This is an optimization exercise on Yosys and OpenROAD, whose aim is small area, not a production implementation. Only simulation tests tie the RTL to the original design; equivalence was not proved. Power is estimated from default activity; no workload was simulated. The flow treats the clock pin as an ideal source, which a real chip does not have.

// lcd_frame_refresh
module lcd_frame_refresh #(
    parameter int unsigned ROWS        = 4,
    parameter int unsigned COLS        = 20,
    parameter int unsigned POWERUP_CYC = 40_000,
    parameter int unsigned SETUP_CYC   = 4,
    parameter int unsigned E_HIGH_CYC  = 25,
    parameter int unsigned CMD_CYC     = 200,
    parameter int unsigned LONG_CYC    = 4_000,
    localparam int unsigned NCHR       = ROWS * COLS,
    localparam int unsigned AW         = $clog2(NCHR + 1)
) (
    input  logic          clk,
    input  logic          rst,
    input  logic          wr_en,
    input  logic [AW-1:0] wr_addr,
    input  logic [7:0]    wr_data,
    output logic          lcd_rs,
    output logic          lcd_rw,
    output logic          lcd_e,
    output logic [7:0]    lcd_data,
    output logic          init_done,
    output logic          frame_done
);
Size: ~1,800 cells after synthesis.
export LEC_CHECK = 0
export CAP_MARGIN = 20
export CORE_MARGIN = 2
export CORE_UTILIZATION = 80
export PLACE_DENSITY = 0.88
export SLEW_MARGIN = 20
export SYNTH_HIERARCHICAL = 1
export SYNTH_MINIMUM_KEEP_SIZE = 0
create_clock -name core_clock -period 10.0 [get_ports {clk}]
standard.sh (not shown) runs the stock make flow with config.mk's settings and CLKGATE_MAP_FILE= SYNTH_SCRIPT=/design/flow/synth_recipe.tcl, a recipe that flattens the netlist after the stock synthesis.
==> flow/flow/run.sh <==
#!/bin/bash
# Own layout flow: the standard ORFS flow (standard.sh, unchanged synthesis), with
# smaller port buffers (buf_1) and clock tree synthesis with small leaf clusters of
# clkbuf_8 and no dummy loads. The make output goes to standard.log; ORFS writes each
# step's full log under orfs/logs/.
set -euo pipefail
cd "$(dirname "$0")/.."
export BUFFER_PORTS_ARGS="-buffer_cell sky130_fd_sc_hd__buf_1"
export CTS_ARGS="-sink_clustering_enable -repair_clock_nets -sink_clustering_size 18 -sink_clustering_max_diameter 60 -buf_list sky130_fd_sc_hd__clkbuf_8 -dont_use_dummy_load"
bash standard.sh > standard.log 2>&1
Edit:
CORE_UTILIZATION = 65   (was 80)
PLACE_DENSITY = 0.75   (was 0.88)
Wire length drops by 0.54%.
Register-to-register slack gets better by 0.28 ns.
Via count drops by about 3%.
Global-route usage drops by 8.3 points.
Clock-buffer cell count is unchanged.
Core utilization drops by 16 points.
Worst setup slack gets better by 0.052 ns.
Final cell count climbs by 2.6%.
Edit:
--- a/flow/flow/run.sh
+++ b/flow/flow/run.sh
@@ -7,4 +7,4 @@
 cd "$(dirname "$0")/.."
 export BUFFER_PORTS_ARGS="-buffer_cell sky130_fd_sc_hd__buf_1"
-export CTS_ARGS="-sink_clustering_enable -repair_clock_nets -sink_clustering_size 18 -sink_clustering_max_diameter 60 -buf_list sky130_fd_sc_hd__clkbuf_8 -dont_use_dummy_load"
+export CTS_ARGS="-sink_clustering_enable -repair_clock_nets -sink_clustering_size 10 -sink_clustering_max_diameter 40 -buf_list sky130_fd_sc_hd__clkbuf_4 -dont_use_dummy_load"
 bash standard.sh > standard.log 2>&1
CAP_MARGIN = 0   (was 20)
CORE_UTILIZATION = 80   (was 65)
CTS_BUF_LIST = sky130_fd_sc_hd__clkbuf_16   (was not set)
CTS_CLUSTER_DIAMETER = 80   (was not set)
CTS_CLUSTER_SIZE = 30   (was not set)
PLACE_DENSITY = 0.88   (was 0.75)
SLEW_MARGIN = 0   (was 20)
Outcome:
- This time the run finished with capacitance limit, slew limit left
- cell count goes down by 1.1%
- total power stays flat
- register-to-register slack degrades by 0.42 ns
- via count increases by 4.1%
- first-iteration DRC count is higher by 43%
- maximum frequency grows by 0.62%
- critical path depth climbs by 1
- design area drops by 0.71%
- clock skew came out lower by 0.0063 ns
Edit:
--- a/flow/flow/run.sh
+++ b/flow/flow/run.sh
@@ -7,4 +7,4 @@
 cd "$(dirname "$0")/.."
 export BUFFER_PORTS_ARGS="-buffer_cell sky130_fd_sc_hd__buf_1"
-export CTS_ARGS="-sink_clustering_enable -repair_clock_nets -sink_clustering_size 10 -sink_clustering_max_diameter 40 -buf_list sky130_fd_sc_hd__clkbuf_4 -dont_use_dummy_load"
+export CTS_ARGS="-sink_clustering_enable -repair_clock_nets -sink_clustering_size 18 -sink_clustering_max_diameter 60 -buf_list sky130_fd_sc_hd__clkbuf_8 -dont_use_dummy_load"
 bash standard.sh > standard.log 2>&1
CAP_MARGIN = 10   (was 0)
CTS_BUF_LIST = not set   (was sky130_fd_sc_hd__clkbuf_16)
CTS_CLUSTER_DIAMETER = not set   (was 80)
CTS_CLUSTER_SIZE = not set   (was 30)
SLEW_MARGIN = 10   (was 0)
Effect:
- The new run produced a layout that fails on capacitance limit, slew limit
- synthesized area stays the same
- fmax fell by 4.7%
- worst setup slack got worse by 0.25 ns
- design area barely changes
- flip-flop and latch count does not change
- combinational power barely changes
- via count fell by 1.1%
- die area does not change
Edit:
CAP_MARGIN = 0   (was 10)
CORE_UTILIZATION = 65   (was 80)
PLACE_DENSITY = 0.75   (was 0.88)
SLEW_MARGIN = 0   (was 10)
This time the run went through all stages and came out clean. Register-to-register slack gets better by 0.06 ns. Worst setup slack gets better by 0.11 ns. Area after synthesis stays the same. Die area increases by about a fifth. Sequential cell count stays the same. Final area increases slightly. Via count decreases by a few percent.
Edit:
CORE_UTILIZATION = 80   (was 65)
CTS_BUF_LIST = sky130_fd_sc_hd__clkbuf_16   (was not set)
CTS_CLUSTER_DIAMETER = 80   (was not set)
CTS_CLUSTER_SIZE = 30   (was not set)
PLACE_DENSITY = 0.88   (was 0.75)
=>
- The changed run ran to the end with violations: capacitance limit, slew limit
- power hardly moves
- cell count is lower by a few percent
- first-iteration DRC count went up by well over a third
- non-clock buffer count went up by 5

---

lcd_frame_refresh, a different RTL version from the one above (not shown whole).
Size in the first run: ~690 flip-flops, ~31 I/O pins, roughly 21000 um2 of cells after synthesis.
clock: 10.0 ns
lec_check: 0
cap_margin: 0
core_margin: 2
core_utilization: 65
cts_buf_list: sky130_fd_sc_hd__clkbuf_16
cts_cluster_diameter: 80
cts_cluster_size: 30
place_density: 0.75
slew_margin: 0
synth_hierarchical: 1
synth_minimum_keep_size: 0
==> flow/flow/run.sh <==
#!/bin/bash
# Own layout flow: the standard ORFS flow (standard.sh, unchanged synthesis), with
# smaller port buffers and clock tree synthesis without dummy loads. The make output goes
# to standard.log; ORFS writes each step's full log under orfs/logs/.
set -euo pipefail
cd "$(dirname "$0")/.."
export BUFFER_PORTS_ARGS="-buffer_cell sky130_fd_sc_hd__buf_1"
export CTS_ARGS="-sink_clustering_enable -repair_clock_nets -sink_clustering_size 18 -sink_clustering_max_diameter 60 -buf_list sky130_fd_sc_hd__clkbuf_8 -dont_use_dummy_load"

bash standard.sh > standard.log 2>&1
Change:
--- a/flow/flow/run.sh
+++ b/flow/flow/run.sh
@@ -9 +9 @@
-
+export RECOVER_POWER=100
Now the flow ran to the end with violations: capacitance limit, slew limit.
Routed wire length is about the same.
Design area went down slightly.
Worst hold slack hardly moves.
Non-clock buffer count is unchanged.
Sequential power barely changes.
Combinational power is about the same.
Sequential share of layout area rose by 0.19 points.
Global-route usage stays the same.
Total power barely changes.
Change:
--- a/flow/flow/run.sh
+++ b/flow/flow/run.sh
@@ -8,2 +8 @@
-export CTS_ARGS="-sink_clustering_enable -repair_clock_nets -sink_clustering_size 18 -sink_clustering_max_diameter 60 -buf_list sky130_fd_sc_hd__clkbuf_8 -dont_use_dummy_load"
-export RECOVER_POWER=100
+export CTS_ARGS="-sink_clustering_enable -repair_clock_nets -sink_clustering_size 34 -sink_clustering_max_diameter 60 -buf_list sky130_fd_sc_hd__clkbuf_16 -dont_use_dummy_load"
Effect: The new run completed with no timing, DRC or antenna violations; routed wire length climbs by 0.47%; critical path depth rises by 2; clock power is higher by 21%; total power came out higher by 4.8%; worst setup slack gains 2700 ps; count of clock-buffer cells in the layout went down by 9; worst hold slack gets worse by 43 ps; maximum frequency rose by 58%; combinational power grows by about 0.7%; via count increases by 0.71%.
Change:
--- a/flow/flow/run.sh
+++ b/flow/flow/run.sh
@@ -8 +8,2 @@
-export CTS_ARGS="-sink_clustering_enable -repair_clock_nets -sink_clustering_size 34 -sink_clustering_max_diameter 60 -buf_list sky130_fd_sc_hd__clkbuf_16 -dont_use_dummy_load"
+export CTS_ARGS="-sink_clustering_enable -repair_clock_nets -sink_clustering_size 18 -sink_clustering_max_diameter 60 -buf_list sky130_fd_sc_hd__clkbuf_8 -dont_use_dummy_load"
+
Settings changed: CORE_UTILIZATION 65 to 80, PLACE_DENSITY 0.75 to 0.88.
Result:
- The new run completed with no timing, DRC or antenna violations
- count of clock-buffer cells in the layout climbs by 8
- final area is lower by 2.0%
- non-clock buffer count fell by 8
- total power fell by 4.5%
- hold slack is better by 20 ps
- core utilization came out higher by 15 points
- sequential power is about the same
Change:
==> flow/run.sh (new file) <==
#!/bin/bash
# synth_recipe.tcl (not shown) runs the flow's synth.tcl, then flattens the netlist and writes it again
# the make line also repeats each setting of config.mk as NAME=value (left out here)
make -C /OpenROAD-flow-scripts/flow DESIGN_CONFIG=/design/flow/config.mk WORK_HOME=/design/flow/orfs CLKGATE_MAP_FILE= SYNTH_SCRIPT=/design/flow/synth_recipe.tcl finish
Settings changed: CORE_UTILIZATION 80 to 65, PLACE_DENSITY 0.88 to 0.75.
removed: flow/flow/run.sh
removed: flow/standard.sh
The changed run produced a clean layout.
Clock-buffer cell count went down by 17.
Via count fell by 3.3%.
Combinational power went up by about 1%.
Wire length rose by 0.93%.
Global-route usage decreases by 8.2 points.
Power grows by about 1.9%.
Area after synthesis stays the same.
Die area rises by about 22%.
Register-to-register slack improves by 170 ps.
Utilization went down by 16 points.
Design area grows by about 2%.

---

Setup of build 21:
Starting RTL as in the previous note.
==> flow/design.v (excerpt) <==
module lcd_frame_refresh #(
    parameter int unsigned ROWS        = 4,
    parameter int unsigned COLS        = 20,
    parameter int unsigned POWERUP_CYC = 40_000,
    parameter int unsigned SETUP_CYC   = 4,
    parameter int unsigned E_HIGH_CYC  = 25,
    parameter int unsigned CMD_CYC     = 200,
    parameter int unsigned LONG_CYC    = 4_000,
    localparam int unsigned NCHR       = ROWS * COLS,
    localparam int unsigned AW         = $clog2(NCHR + 1)
) (
    input  logic          clk,
    input  logic          rst,
    input  logic          wr_en,
    input  logic [AW-1:0] wr_addr,
    input  logic [7:0]    wr_data,
    output logic          lcd_rs,
    output logic          lcd_rw,
    output logic          lcd_e,
    output logic [7:0]    lcd_data,
    output logic          init_done,
    output logic          frame_done
);
    localparam int unsigned RL     = 16;                
    localparam int unsigned NRING  = (NCHR + RL - 1) / RL;
    localparam int unsigned HW     = AW - 4;            
    localparam int unsigned E_ON   = SETUP_CYC - 1;
    localparam int unsigned E_OFF  = SETUP_CYC + E_HIGH_CYC - 1;
    localparam int unsigned DONE_S = SETUP_CYC + E_HIGH_CYC + CMD_CYC - 1;
    localparam int unsigned DONE_L = SETUP_CYC + E_HIGH_CYC + LONG_CYC - 1;
    localparam int unsigned PU_K   = (POWERUP_CYC - 1) / RL;
    localparam int unsigned Q_RST  = (POWERUP_CYC - 1) % RL;
    localparam int unsigned TMAX   = (DONE_L > PU_K) ? DONE_L : PU_K;
    localparam int unsigned CNT_W  = $clog2(TMAX + 1);
    localparam int unsigned N_RST  = NCHR - 8;
    function automatic logic reached(input logic [CNT_W-1:0] c, input int unsigned k);
        reached = ((c & CNT_W'(k)) == CNT_W'(k));
    endfunction
    function automatic logic [7:0] init_byte(input logic [2:0] s);
        case (s)
            3'd0, 3'd1, 3'd2: init_byte = 8'h30;
            3'd3:             init_byte = 8'h38;
            3'd4:             init_byte = 8'h08;
            3'd5:             init_byte = 8'h01;
            3'd6:             init_byte = 8'h06;
            default:          init_byte = 8'h0C;
        endcase
    endfunction
  ...
Settings: LEC_CHECK=0, CAP_MARGIN=0, CORE_MARGIN=2, CORE_UTILIZATION=65, CTS_BUF_LIST=sky130_fd_sc_hd__clkbuf_16, CTS_CLUSTER_DIAMETER=80, CTS_CLUSTER_SIZE=30, PLACE_DENSITY=0.75, SLEW_MARGIN=0, SYNTH_HIERARCHICAL=1, SYNTH_MINIMUM_KEEP_SIZE=0; clock period 10.0 ns.
==> flow/flow/run.sh <==
#!/bin/bash
# Own layout flow: the standard ORFS flow (standard.sh, unchanged synthesis), with
# smaller port buffers and clock tree synthesis without dummy loads. The make output goes
# to standard.log; ORFS writes each step's full log under orfs/logs/.
set -euo pipefail
cd "$(dirname "$0")/.."
export BUFFER_PORTS_ARGS="-buffer_cell sky130_fd_sc_hd__buf_1"
export CTS_ARGS="-sink_clustering_enable -repair_clock_nets -sink_clustering_size 30 -sink_clustering_max_diameter 80 -buf_list sky130_fd_sc_hd__clkbuf_16 -dont_use_dummy_load"
bash standard.sh > standard.log 2>&1
Build 21: flow completed, timing, DRC and antenna clean
Here is what was changed in the inputs of build 27 compared with build 21.
- swapping 0 for 20 in CAP_MARGIN
- swapping 0 for 20 in SLEW_MARGIN
- swapping 30 for 18 in CTS_CLUSTER_SIZE
- swapping 80 for 60 in CTS_CLUSTER_DIAMETER
- swapping sky130_fd_sc_hd__clkbuf_16 for sky130_fd_sc_hd__clkbuf_8 in CTS_BUF_LIST
==> flow/run.sh (new file) <==
#!/bin/bash
# synth_recipe.tcl (not shown) runs the flow's synth.tcl, then flattens the netlist and writes it again
# the make line also repeats each setting of config.mk as NAME=value (left out here)
make -C /OpenROAD-flow-scripts/flow DESIGN_CONFIG=/design/flow/config.mk WORK_HOME=/design/flow/orfs CLKGATE_MAP_FILE= SYNTH_SCRIPT=/design/flow/synth_recipe.tcl finish
removed: flow/flow/run.sh
removed: flow/standard.sh
Results
Fmax delta for build 27 relative to build 21: about 8% lower
On register-to-register slack: build 27 sits below build 21.
Changes observed in build 27 relative to build 21: total design power now sits at about the same level; sequential cell area share now sits lower; aggregate global-route resource usage now sits at about the same level.
Diff build 27..build 21 | routed wire length | negligible
## Diff of input files: build 63 against build 27
- changing CTS_BUF_LIST from sky130_fd_sc_hd__clkbuf_8 to sky130_fd_sc_hd__clkbuf_16
- changing CORE_UTILIZATION from 65 to 80
- changing CTS_CLUSTER_DIAMETER from 60 to 80
- changing CTS_CLUSTER_SIZE from 18 to 30
- setting GPL_TIMING_DRIVEN to 0 for the first time
- changing SLEW_MARGIN from 20 to 0
- changing PLACE_DENSITY from 0.75 to 0.88
- setting GPL_ROUTABILITY_DRIVEN to 0 for the first time
- changing CAP_MARGIN from 20 to 0
==> flow/flow/run.sh (new file) <==
#!/bin/bash
# Own layout flow: the standard ORFS flow (standard.sh, unchanged synthesis), with
# smaller port buffers and clock tree synthesis without dummy loads. The make output goes
# to standard.log; ORFS writes each step's full log under orfs/logs/.
set -euo pipefail
cd "$(dirname "$0")/.."
export BUFFER_PORTS_ARGS="-buffer_cell sky130_fd_sc_hd__buf_1"
export CTS_ARGS="-sink_clustering_enable -repair_clock_nets -sink_clustering_size 18 -sink_clustering_max_diameter 60 -buf_list sky130_fd_sc_hd__clkbuf_8 -dont_use_dummy_load"

bash standard.sh > standard.log 2>&1
==> flow/standard.sh (new file) <==
#!/bin/bash
# synth_recipe.tcl (not shown) runs the flow's synth.tcl, then flattens the netlist and writes it again
# the make line also repeats each setting of config.mk as NAME=value (left out here)
make -C /OpenROAD-flow-scripts/flow DESIGN_CONFIG=/design/flow/config.mk WORK_HOME=/design/flow/orfs CLKGATE_MAP_FILE= SYNTH_SCRIPT=/design/flow/synth_recipe.tcl "${@:-finish}"
removed: flow/run.sh
Notes after the runs:
- Looking at number of buffers created by CTS, build 63 sits 1 below build 27.
- Against build 27, build 63 comes in 0.49 ns lower on worst slack at placement.
- Number of standard cells in the final layout excluding fillers on build 63 is down relative to build 27.
- Layout checks on build 63: not met. Flow itself completed; violations: capacitance limit, slew limit.
- Going from build 27 to build 63, the area growth from synthesis to layout was found to have gone down by 0.30 points.
Modified inputs, build 17 compared to build 63
- GPL_ROUTABILITY_DRIVEN: 0 -> unset
- PLACE_DENSITY: 0.88 -> 0.75
- CAP_MARGIN: 0 -> 20
- CORE_UTILIZATION: 80 -> 65
- SLEW_MARGIN: 0 -> 20
- GPL_TIMING_DRIVEN: 0 -> unset
==> flow/run.sh (new file) <==
#!/bin/bash
# synth_recipe.tcl (not shown) runs the flow's synth.tcl, then flattens the netlist and writes it again
# the make line also repeats each setting of config.mk as NAME=value (left out here)
make -C /OpenROAD-flow-scripts/flow DESIGN_CONFIG=/design/flow/config.mk WORK_HOME=/design/flow/orfs CLKGATE_MAP_FILE= SYNTH_SCRIPT=/design/flow/synth_recipe.tcl finish
removed: flow/flow/run.sh
removed: flow/standard.sh
- Build 17 finished every stage and its layout cleared the timing, DRC and antenna checks.
- On power consumption, the lower figure sits with build 63, not build 17.
- NOTE: met2 routing resource usage after global routing in build 17 falls short of that of build 63
- For the critical path data arrival time, build 17 came in 0.46 ns lower than build 63 did.
- STATUS via count: build 17 wins against build 63

separate check: timing with driven ports:
The results above use ideal ports. As a check the final layouts listed here were re-extracted and re-timed, cells and wires unchanged. Step 1 (the two cells are an assumption about what drives the block):
set clk [get_ports {clk}]
set_driving_cell -lib_cell sky130_fd_sc_hd__clkbuf_16 $clk
set_driving_cell -lib_cell sky130_fd_sc_hd__buf_2 [delete_from_list [all_inputs] $clk]
Step 2 also shifts input and output timing later by t, the mid clock arrival at the registers, as if the neighbouring blocks saw the same clock. Three values: ideal, step 1, step 2; two values: the first two.
run | shift t [ns] | slack for setup (ns) | worst slew at a driven data input, ns
the first run of note 1 | 0.635 | 4.954 / 4.982 / 4.347 | 0.08
the second run of note 1 | 0.643 | 5.006 / 5.039 / 4.396 | 0.04
the third run of note 1 | 0.773 | 5.037 / 5.053 / 4.280 | 0.07
the fourth run of note 1 | 0.616 | 4.790 / 4.816 / 4.200 | 0.07
the fifth run of note 1 | 0.629 | 4.899 / 4.918 / 4.289 | 0.04
the sixth run of note 1 | 0.615 | 4.720 / 4.747 / 4.132 | 0.08
the first run of note 2 | 0.637 | 5.526 / 5.551 / 4.915 | 0.03
the second run of note 2 | 0.639 | 2.773 / 2.795 / 2.156 | 0.03
the third run of note 2 | 0.589 | 5.423 / 5.451 / 4.862 | 0.03
the fourth run of note 2 | 0.628 | 5.175 / 5.196 / 4.568 | 0.03
the fifth run of note 2 | 0.635 | 4.968 / 4.997 / 4.361 | 0.04
build 21 | 0.623 | 5.483 / 5.509 / 4.886 | 0.03
build 27 | 0.654 | 5.084 / 5.111 / 4.457 | 0.05
build 63 | 0.627 | 4.599 / 4.621 / 3.995 | 0.04
build 17 | 0.639 | 5.055 / 5.086 / 4.447 | 0.05
The setup slack of the third run of note 1, which loses most, moves by +0.016 ns with the drivers and by -0.757 ns with both steps.
